This is an optimization exercise on Yosys and OpenROAD, whose aim is small area, a short achievable clock period and few clock cycles per item, not a production implementation. RTL that was checked went through simulation tests only; none was proved equivalent to the original. Power and IR drop assume default switching activity.

// segment_address_translation_core
module segment_address_translation_core (
    input  logic                         i_clk,
    input  logic                         i_rst_n,
    input  logic                         i_cfg_valid,
    output logic                         o_cfg_ready,
    input  logic [sat_pkg::DATA_W-1:0]   i_cfg_data,
    input  logic                         i_valid,
    output logic                         o_ready,
    input  logic                         i_action,
    input  logic [sat_pkg::DATA_W-1:0]   i_logical_address,
    input  logic [sat_pkg::DATA_W-1:0]   i_byte_count,
    input  logic [sat_pkg::SLOT_W-1:0]   i_entry_slot,
    input  logic [sat_pkg::ID_W-1:0]     i_entry_id,
    input  logic [sat_pkg::DATA_W-1:0]   i_entry_base,
    input  logic [sat_pkg::DATA_W-1:0]   i_entry_size,
    input  logic                         i_entry_valid,
    output logic                         o_valid,
    input  logic                         i_ready,
    output logic [sat_pkg::DATA_W-1:0]   o_physical_address,
    output logic                         o_fault,
    output logic [sat_pkg::DATA_W-1:0]   o_segment_number,
    output logic [sat_pkg::DATA_W-1:0]   o_offset
);
Size: roughly 1500 flip-flops, roughly 61000 sq um of cells after synthesis.
clock: 5.0 ns
lec_check: 0
cap_margin: 20
core_margin: 2
core_utilization: 40
setup_slack_margin: 2.2
slew_margin: 20
run.sh (not shown) runs the stock make flow with config.mk's settings and CLKGATE_MAP_FILE= SYNTH_SCRIPT=/design/flow/synth_recipe.tcl, a recipe that flattens the netlist after the stock synthesis.
Next try:
Settings changed: SETUP_SLACK_MARGIN 2.2 to unset.
Outcome: The new run finished clean. Global-route usage went down by 0.85 points. Clock-buffer cell count went up by 1. Non-clock buffer count went down by 181. Final area went down by 4.8%. Combinational power went down by 29%. Critical path depth stays the same. Sequential cell count does not change.
No functional check of the RTL was part of any run of this note.

* * *

Another version of the RTL of segment_address_translation_core (not shown whole).
Size in the first run: about 4,000 cells after synthesis, ~1,600 flip-flops, ~150 I/O pins, about 64,000 sq um of cells after synthesis.
Settings: LEC_CHECK=0, CAP_MARGIN=20, CORE_MARGIN=2, CORE_UTILIZATION=55, CTS_BUF_LIST=sky130_fd_sc_hd__clkbuf_8 sky130_fd_sc_hd__clkbuf_16, CTS_CLUSTER_DIAMETER=100, CTS_CLUSTER_SIZE=30, SETUP_SLACK_MARGIN=2.2, SLEW_MARGIN=20; clock period 5.0 ns.
Testbench counts at the start, summed over its fixed seeds: cycles 4,936, items 4,800.
==> next run, changes <==
Settings changed: CTS_BUF_LIST sky130_fd_sc_hd__clkbuf_8 sky130_fd_sc_hd__clkbuf_16 to sky130_fd_sc_hd__clkbuf_4 sky130_fd_sc_hd__clkbuf_8, CTS_CLUSTER_DIAMETER 100 to unset, CTS_CLUSTER_SIZE 30 to unset, SETUP_SLACK_MARGIN 2.2 to 1.9.
What happened: Flip-flop and latch count is unchanged. Worst hold slack loses 36 ps. Final area goes up by a few percent.
==> next run, changes <==
Settings changed: CTS_BUF_LIST sky130_fd_sc_hd__clkbuf_4 sky130_fd_sc_hd__clkbuf_8 to sky130_fd_sc_hd__clkbuf_8 sky130_fd_sc_hd__clkbuf_16, CTS_CLUSTER_DIAMETER set to 80, CTS_CLUSTER_SIZE set to 24, SETUP_SLACK_MARGIN 1.9 to 2.2, TNS_END_PERCENT set to 20.
Outcome: Clock power goes down by 35%; power drops by 12%; register-to-register slack improved by 90 ps; synthesized area stays the same; clock-buffer cell count came out lower by 312; routed wire length fell by 1.0%; clock skew is lower by 23 ps.
==> next run, changes <==
Settings changed: CTS_BUF_LIST sky130_fd_sc_hd__clkbuf_8 sky130_fd_sc_hd__clkbuf_16 to sky130_fd_sc_hd__clkbuf_4 sky130_fd_sc_hd__clkbuf_8, CTS_CLUSTER_DIAMETER 80 to unset, CTS_CLUSTER_SIZE 24 to unset, TNS_END_PERCENT 20 to unset.
What happened: Worst setup slack loses 12 ps; power grows by 15%; via count grows by 3.8%; sequential cell count stays the same.

* * *

run A:
Another version of the RTL of segment_address_translation_core (not shown whole).
For scale: ~4100 cells after synthesis, about 150 I/O pins, roughly 62000 um2 of cells after synthesis.
// segment_address_translation_core
module segment_address_translation_core (
    input  logic                         i_clk,
    input  logic                         i_rst_n,
    input  logic                         i_cfg_valid,
    output logic                         o_cfg_ready,
    input  logic [sat_pkg::DATA_W-1:0]   i_cfg_data,
    input  logic                         i_valid,
    output logic                         o_ready,
    input  logic                         i_action,
    input  logic [sat_pkg::DATA_W-1:0]   i_logical_address,
    input  logic [sat_pkg::DATA_W-1:0]   i_byte_count,
    input  logic [sat_pkg::SLOT_W-1:0]   i_entry_slot,
    input  logic [sat_pkg::ID_W-1:0]     i_entry_id,
    input  logic [sat_pkg::DATA_W-1:0]   i_entry_base,
    input  logic [sat_pkg::DATA_W-1:0]   i_entry_size,
    input  logic                         i_entry_valid,
    output logic                         o_valid,
    input  logic                         i_ready,
    output logic [sat_pkg::DATA_W-1:0]   o_physical_address,
    output logic                         o_fault,
    output logic [sat_pkg::DATA_W-1:0]   o_segment_number,
    output logic [sat_pkg::DATA_W-1:0]   o_offset
);
make LEC_CHECK=0 CAP_MARGIN=20 CORE_MARGIN=2 CORE_UTILIZATION=40 SLEW_MARGIN=20 finish   # period 5.0 ns
Run A ended with every stage complete and zero timing, DRC or antenna violations.
Testbench counts of run A, summed over its fixed seeds: cycles 4,920, items 4,800.
Changes in run B relative to run A:
- putting SETUP_SLACK_MARGIN at 2.3 where nothing was set
### Flow results
In run B, sequential portion of the cell area is lower than in run A. The post-detailed-placement half-perimeter wirelength on run A is in line with that on run B. Diff run A -> run B: detail-routed net length per standard cell now sits higher, max-slew headroom at the worst pin higher, number of buffers created by CTS picked up an extra about 1.3%, layout overhead on the synthesized area increased 9.6 points, worst setup margin has increased. Sort run A and run B by clock tree cell share of total cell area asc -> top: run B.

* * *

Setup of v34:
Another version of the RTL of segment_address_translation_core (not shown whole).
Size in the first run: ~4000 cells after synthesis, ~150 I/O pins.
## segment_address_translation_core
module segment_address_translation_core (
    input  logic                         i_clk,
    input  logic                         i_rst_n,
    input  logic                         i_cfg_valid,
    output logic                         o_cfg_ready,
    input  logic [sat_pkg::DATA_W-1:0]   i_cfg_data,
    input  logic                         i_valid,
    output logic                         o_ready,
    input  logic                         i_action,
    input  logic [sat_pkg::DATA_W-1:0]   i_logical_address,
    input  logic [sat_pkg::DATA_W-1:0]   i_byte_count,
    input  logic [sat_pkg::SLOT_W-1:0]   i_entry_slot,
    input  logic [sat_pkg::ID_W-1:0]     i_entry_id,
    input  logic [sat_pkg::DATA_W-1:0]   i_entry_base,
    input  logic [sat_pkg::DATA_W-1:0]   i_entry_size,
    input  logic                         i_entry_valid,
    output logic                         o_valid,
    input  logic                         i_ready,
    output logic [sat_pkg::DATA_W-1:0]   o_physical_address,
    output logic                         o_fault,
    output logic [sat_pkg::DATA_W-1:0]   o_segment_number,
    output logic [sat_pkg::DATA_W-1:0]   o_offset
);
    localparam logic [16:0] RP = sat_pkg::DIV_REGPOS;
    localparam logic [16:0] CP = sat_pkg::DIV_COPYPOS;
    logic        adv;
    logic        in_fire;
    logic        div_busy;
    logic [15:0] r_max_seg;
    logic [15:0] r_div;
    logic [16:1] r_hz;
    logic        r_dpend;
    logic        r_out_valid;
    logic [15:0] r_out_phys;
    logic        r_out_fault;
    logic [15:0] r_out_seg;
    logic [15:0] r_out_off;
    assign adv         = !r_out_valid || i_ready;
    assign o_ready     = adv && !r_dpend;
  ...
export LEC_CHECK = 0
export CAP_MARGIN = 20
export CORE_MARGIN = 2
export CORE_UTILIZATION = 55
export CTS_BUF_LIST = sky130_fd_sc_hd__clkbuf_8 sky130_fd_sc_hd__clkbuf_16
export CTS_CLUSTER_DIAMETER = 90
export CTS_CLUSTER_SIZE = 28
export SETUP_SLACK_MARGIN = 2.2
export SLEW_MARGIN = 20
create_clock -name core_clock -period 5.0 [get_ports {i_clk}]
Testbench counts of v34, summed over its fixed seeds: cycles 4,936, items 4,800.
Changes in v46 relative to v34:
# v34
export LEC_CHECK = 0
export CAP_MARGIN = 20
export CORE_MARGIN = 2
export CORE_UTILIZATION = 55
export CTS_BUF_LIST = sky130_fd_sc_hd__clkbuf_8 sky130_fd_sc_hd__clkbuf_16
export CTS_CLUSTER_DIAMETER = 90
export CTS_CLUSTER_SIZE = 28
export SETUP_SLACK_MARGIN = 2.2
export SLEW_MARGIN = 20
create_clock -name core_clock -period 5.0 [get_ports {i_clk}]
# v46
export LEC_CHECK = 0
export CAP_MARGIN = 20
export CORE_MARGIN = 2
export CORE_UTILIZATION = 55
export CTS_BUF_LIST = sky130_fd_sc_hd__clkbuf_8 sky130_fd_sc_hd__clkbuf_16
export CTS_CLUSTER_DIAMETER = 80
export CTS_CLUSTER_SIZE = 24
export SETUP_SLACK_MARGIN = 2.2
export SLEW_MARGIN = 20
create_clock -name core_clock -period 5.0 [get_ports {i_clk}]
Results
- Total chip power went up by a few percent going from v34 to v46.
- Going from v34 to v46, number of cells upsized or downsized after cts shows an increase of 5, DRC marker count from the first detailed-route iteration shows no meaningful change.
Changes in v23 relative to v46:
# v46
export LEC_CHECK = 0
export CAP_MARGIN = 20
export CORE_MARGIN = 2
export CORE_UTILIZATION = 55
export CTS_BUF_LIST = sky130_fd_sc_hd__clkbuf_8 sky130_fd_sc_hd__clkbuf_16
export CTS_CLUSTER_DIAMETER = 80
export CTS_CLUSTER_SIZE = 24
export SETUP_SLACK_MARGIN = 2.2
export SLEW_MARGIN = 20
create_clock -name core_clock -period 5.0 [get_ports {i_clk}]
# v23
export LEC_CHECK = 0
export CAP_MARGIN = 20
export CORE_MARGIN = 2
export CORE_UTILIZATION = 55
export CTS_BUF_LIST = sky130_fd_sc_hd__clkbuf_8 sky130_fd_sc_hd__clkbuf_16
export CTS_CLUSTER_DIAMETER = 80
export CTS_CLUSTER_SIZE = 24
export SETUP_SLACK_MARGIN = 2.3
export SLEW_MARGIN = 20
create_clock -name core_clock -period 5.0 [get_ports {i_clk}]
==> comparison <==
v23 went all the way through the flow, and no timing, DRC or antenna check failed. Cmp v46 and v23 / number of standard cells in the layout, taps in and fillers out / lower: v46. Looking only at switching power, and setting everything else aside, the lower value of v46 and v23 goes to v46. Looking at final critical path time including I/O delays and setup across v46 and v23, the one that comes out higher is v46. Compared to v46, v23 has count of cells along the worst register-to-register path 1 higher. In v23 the final core area utilization turned out 0.84 points higher than in v46. In the reports for v46 and v23, the larger maximum net fanout on the critical path belongs to v23. Going from v46 to v23, the global-route wire length before repair was found to have gone up by 2300 um. Relative to v46, ratio of final minimum period to clock period has decreased by 0.88 points in v23. Looking at beginning of the critical path, the i_action result is from v23; the i_logical_address[15] one comes from v46. For the post-route cell area, v23 came in about 1.4% higher than v46 did. The estimated power of v23 ends up higher than the estimate for v46. Compared with v46, wire length reported by the detailed router in v23 increased slightly.
Setup changes, v23 to v24
# v23
export LEC_CHECK = 0
export CAP_MARGIN = 20
export CORE_MARGIN = 2
export CORE_UTILIZATION = 55
export CTS_BUF_LIST = sky130_fd_sc_hd__clkbuf_8 sky130_fd_sc_hd__clkbuf_16
export CTS_CLUSTER_DIAMETER = 80
export CTS_CLUSTER_SIZE = 24
export SETUP_SLACK_MARGIN = 2.3
export SLEW_MARGIN = 20
create_clock -name core_clock -period 5.0 [get_ports {i_clk}]
# v24
export LEC_CHECK = 0
export CAP_MARGIN = 20
export CORE_MARGIN = 2
export CORE_UTILIZATION = 55
export CTS_BUF_LIST = sky130_fd_sc_hd__clkbuf_8 sky130_fd_sc_hd__clkbuf_16
export CTS_CLUSTER_DIAMETER = 80
export CTS_CLUSTER_SIZE = 24
export SETUP_SLACK_MARGIN = 2.6
export SLEW_MARGIN = 20
create_clock -name core_clock -period 5.0 [get_ports {i_clk}]
==> run notes <==
- Taking v23 as the reference, in v24 average wire per standard cell went up; relative contribution of combinational cells to total power climbed 2.2 points; layout inverter count without the clock tree picked up an extra 1; final area now larger.
- Going from v23 to v24, number of fillers in the final layout shrank by a few percent.
- There was hardly any difference in fmax between v23 and v24.
- The routing usage on met1 of v24 exceeds that of v23 by 0.60 points.
- v23 has higher ratio of total power to cell area than v24.
[inputs] v55 vs v24
# v24
export LEC_CHECK = 0
export CAP_MARGIN = 20
export CORE_MARGIN = 2
export CORE_UTILIZATION = 55
export CTS_BUF_LIST = sky130_fd_sc_hd__clkbuf_8 sky130_fd_sc_hd__clkbuf_16
export CTS_CLUSTER_DIAMETER = 80
export CTS_CLUSTER_SIZE = 24
export SETUP_SLACK_MARGIN = 2.6
export SLEW_MARGIN = 20
create_clock -name core_clock -period 5.0 [get_ports {i_clk}]
# v55
export LEC_CHECK = 0
export CAP_MARGIN = 20
export CORE_MARGIN = 2
export CORE_UTILIZATION = 55
export CTS_BUF_LIST = sky130_fd_sc_hd__clkbuf_8 sky130_fd_sc_hd__clkbuf_16
export CTS_CLUSTER_DIAMETER = 80
export CTS_CLUSTER_SIZE = 24
export GPL_ROUTABILITY_DRIVEN = 0
export SETUP_SLACK_MARGIN = 2.2
export SLEW_MARGIN = 20
create_clock -name core_clock -period 5.0 [get_ports {i_clk}]
The lower first-pass GRT wire length came out of v55. Of v55 and v24, it is v55 that has the higher time the final worst path needs with I/O delays and setup. v55 vs. v24: ratio of cells with drive above 1 in the final layout went down by 10 points. Between v24 and v55, the final critical-path share of the clock period is higher for v55. Hold slack delta for v55 relative to v24: 0.0082 ns higher. Taking v24 as the reference, in v55 design area decreased 0.0041 mm2; final-layout fill cell count went up about 5.5%. v24 reports its launch point of the critical path as i_action while v55 reports i_logical_address[15].
Modified inputs, v29 compared to v55
# v55
export LEC_CHECK = 0
export CAP_MARGIN = 20
export CORE_MARGIN = 2
export CORE_UTILIZATION = 55
export CTS_BUF_LIST = sky130_fd_sc_hd__clkbuf_8 sky130_fd_sc_hd__clkbuf_16
export CTS_CLUSTER_DIAMETER = 80
export CTS_CLUSTER_SIZE = 24
export GPL_ROUTABILITY_DRIVEN = 0
export SETUP_SLACK_MARGIN = 2.2
export SLEW_MARGIN = 20
create_clock -name core_clock -period 5.0 [get_ports {i_clk}]
# v29
export LEC_CHECK = 0
export CAP_MARGIN = 20
export CELL_PAD_IN_SITES_DETAIL_PLACEMENT = 0
export CELL_PAD_IN_SITES_GLOBAL_PLACEMENT = 0
export CORE_MARGIN = 2
export CORE_UTILIZATION = 55
export CTS_BUF_LIST = sky130_fd_sc_hd__clkbuf_8 sky130_fd_sc_hd__clkbuf_16
export CTS_CLUSTER_DIAMETER = 80
export CTS_CLUSTER_SIZE = 24
export SETUP_SLACK_MARGIN = 2.2
export SLEW_MARGIN = 20
create_clock -name core_clock -period 5.0 [get_ports {i_clk}]
## What came out
- Per the final summary, v29 finished and its layout is clean on timing, DRC and antenna.
- Looking at the reports, v55 completed the entire flow and the layout it produced met the timing, design-rule and antenna checks.
- As far as measured slew at the worst slew-check pin goes, v29 and v55 are indistinguishable; the numbers are identical.
- Final worst setup slack: v29 vs v55 identical
- Diff v55..v29 | wire length | unchanged

## afterwards: timing with drivers on the ports
The results above use ideal ports. As a check the final layouts listed here were re-extracted and re-timed, cells and wires unchanged.
Step 1, drivers: a clkbuf_16 drives i_clk and a buf_2 each remaining input, both assumed.
Step 2 adds t to the input delays and takes it off the output delays; t is the mean of the earliest and latest rising clock arrival at the registers after step 1. Input paths then give back, and output paths get back, about the clock's delay inside the block.
Three values: ideal ports, drivers, drivers and shift; two values: the first two.
run | t, ns | setup slack, ns | hold WS [ns]
the first run of note 1 | 0.847 | 0.704 / 0.704 / 0.704 | 0.349 / 0.349 / 0.349
the second run of note 1 | 0.844 | 0.274 / 0.274 / 0.274 | 0.348 / 0.348 / 0.348
the first run of note 2 | 0.784 | 2.049 / 2.049 / 1.317 | 0.352 / 0.352 / 0.352
the second run of note 2 | 1.012 | 1.943 / 1.943 / 1.051 | 0.316 / 0.316 / 0.316
the third run of note 2 | 0.740 | 2.038 / 2.038 / 1.387 | 0.351 / 0.351 / 0.351
the fourth run of note 2 | 1.004 | 2.025 / 2.025 / 1.114 | 0.314 / 0.314 / 0.314
run A | 0.833 | 0.810 / 0.810 / 0.810 | 0.348 / 0.348 / 0.348
run B | 0.853 | 1.282 / 1.282 / 1.282 | 0.350 / 0.350 / 0.350
v34 | 0.739 | 2.181 / 2.181 / 1.547 | 0.356 / 0.356 / 0.356
v46 | 0.754 | 2.256 / 2.253 / 1.551 | 0.355 / 0.355 / 0.355
v23 | 0.756 | 2.300 / 2.310 / 1.589 | 0.347 / 0.347 / 0.347
v24 | 0.756 | 2.307 / 2.339 / 1.596 | 0.346 / 0.346 / 0.346
v55 | 0.754 | 2.256 / 2.253 / 1.551 | 0.355 / 0.355 / 0.355
v29 | 0.754 | 2.256 / 2.253 / 1.551 | 0.355 / 0.355 / 0.355
After both steps every run listed still meets setup and hold. The setup slack of the fourth run of note 2, which loses most, moves by 0.000 ns with the drivers and by -0.911 ns with both steps.
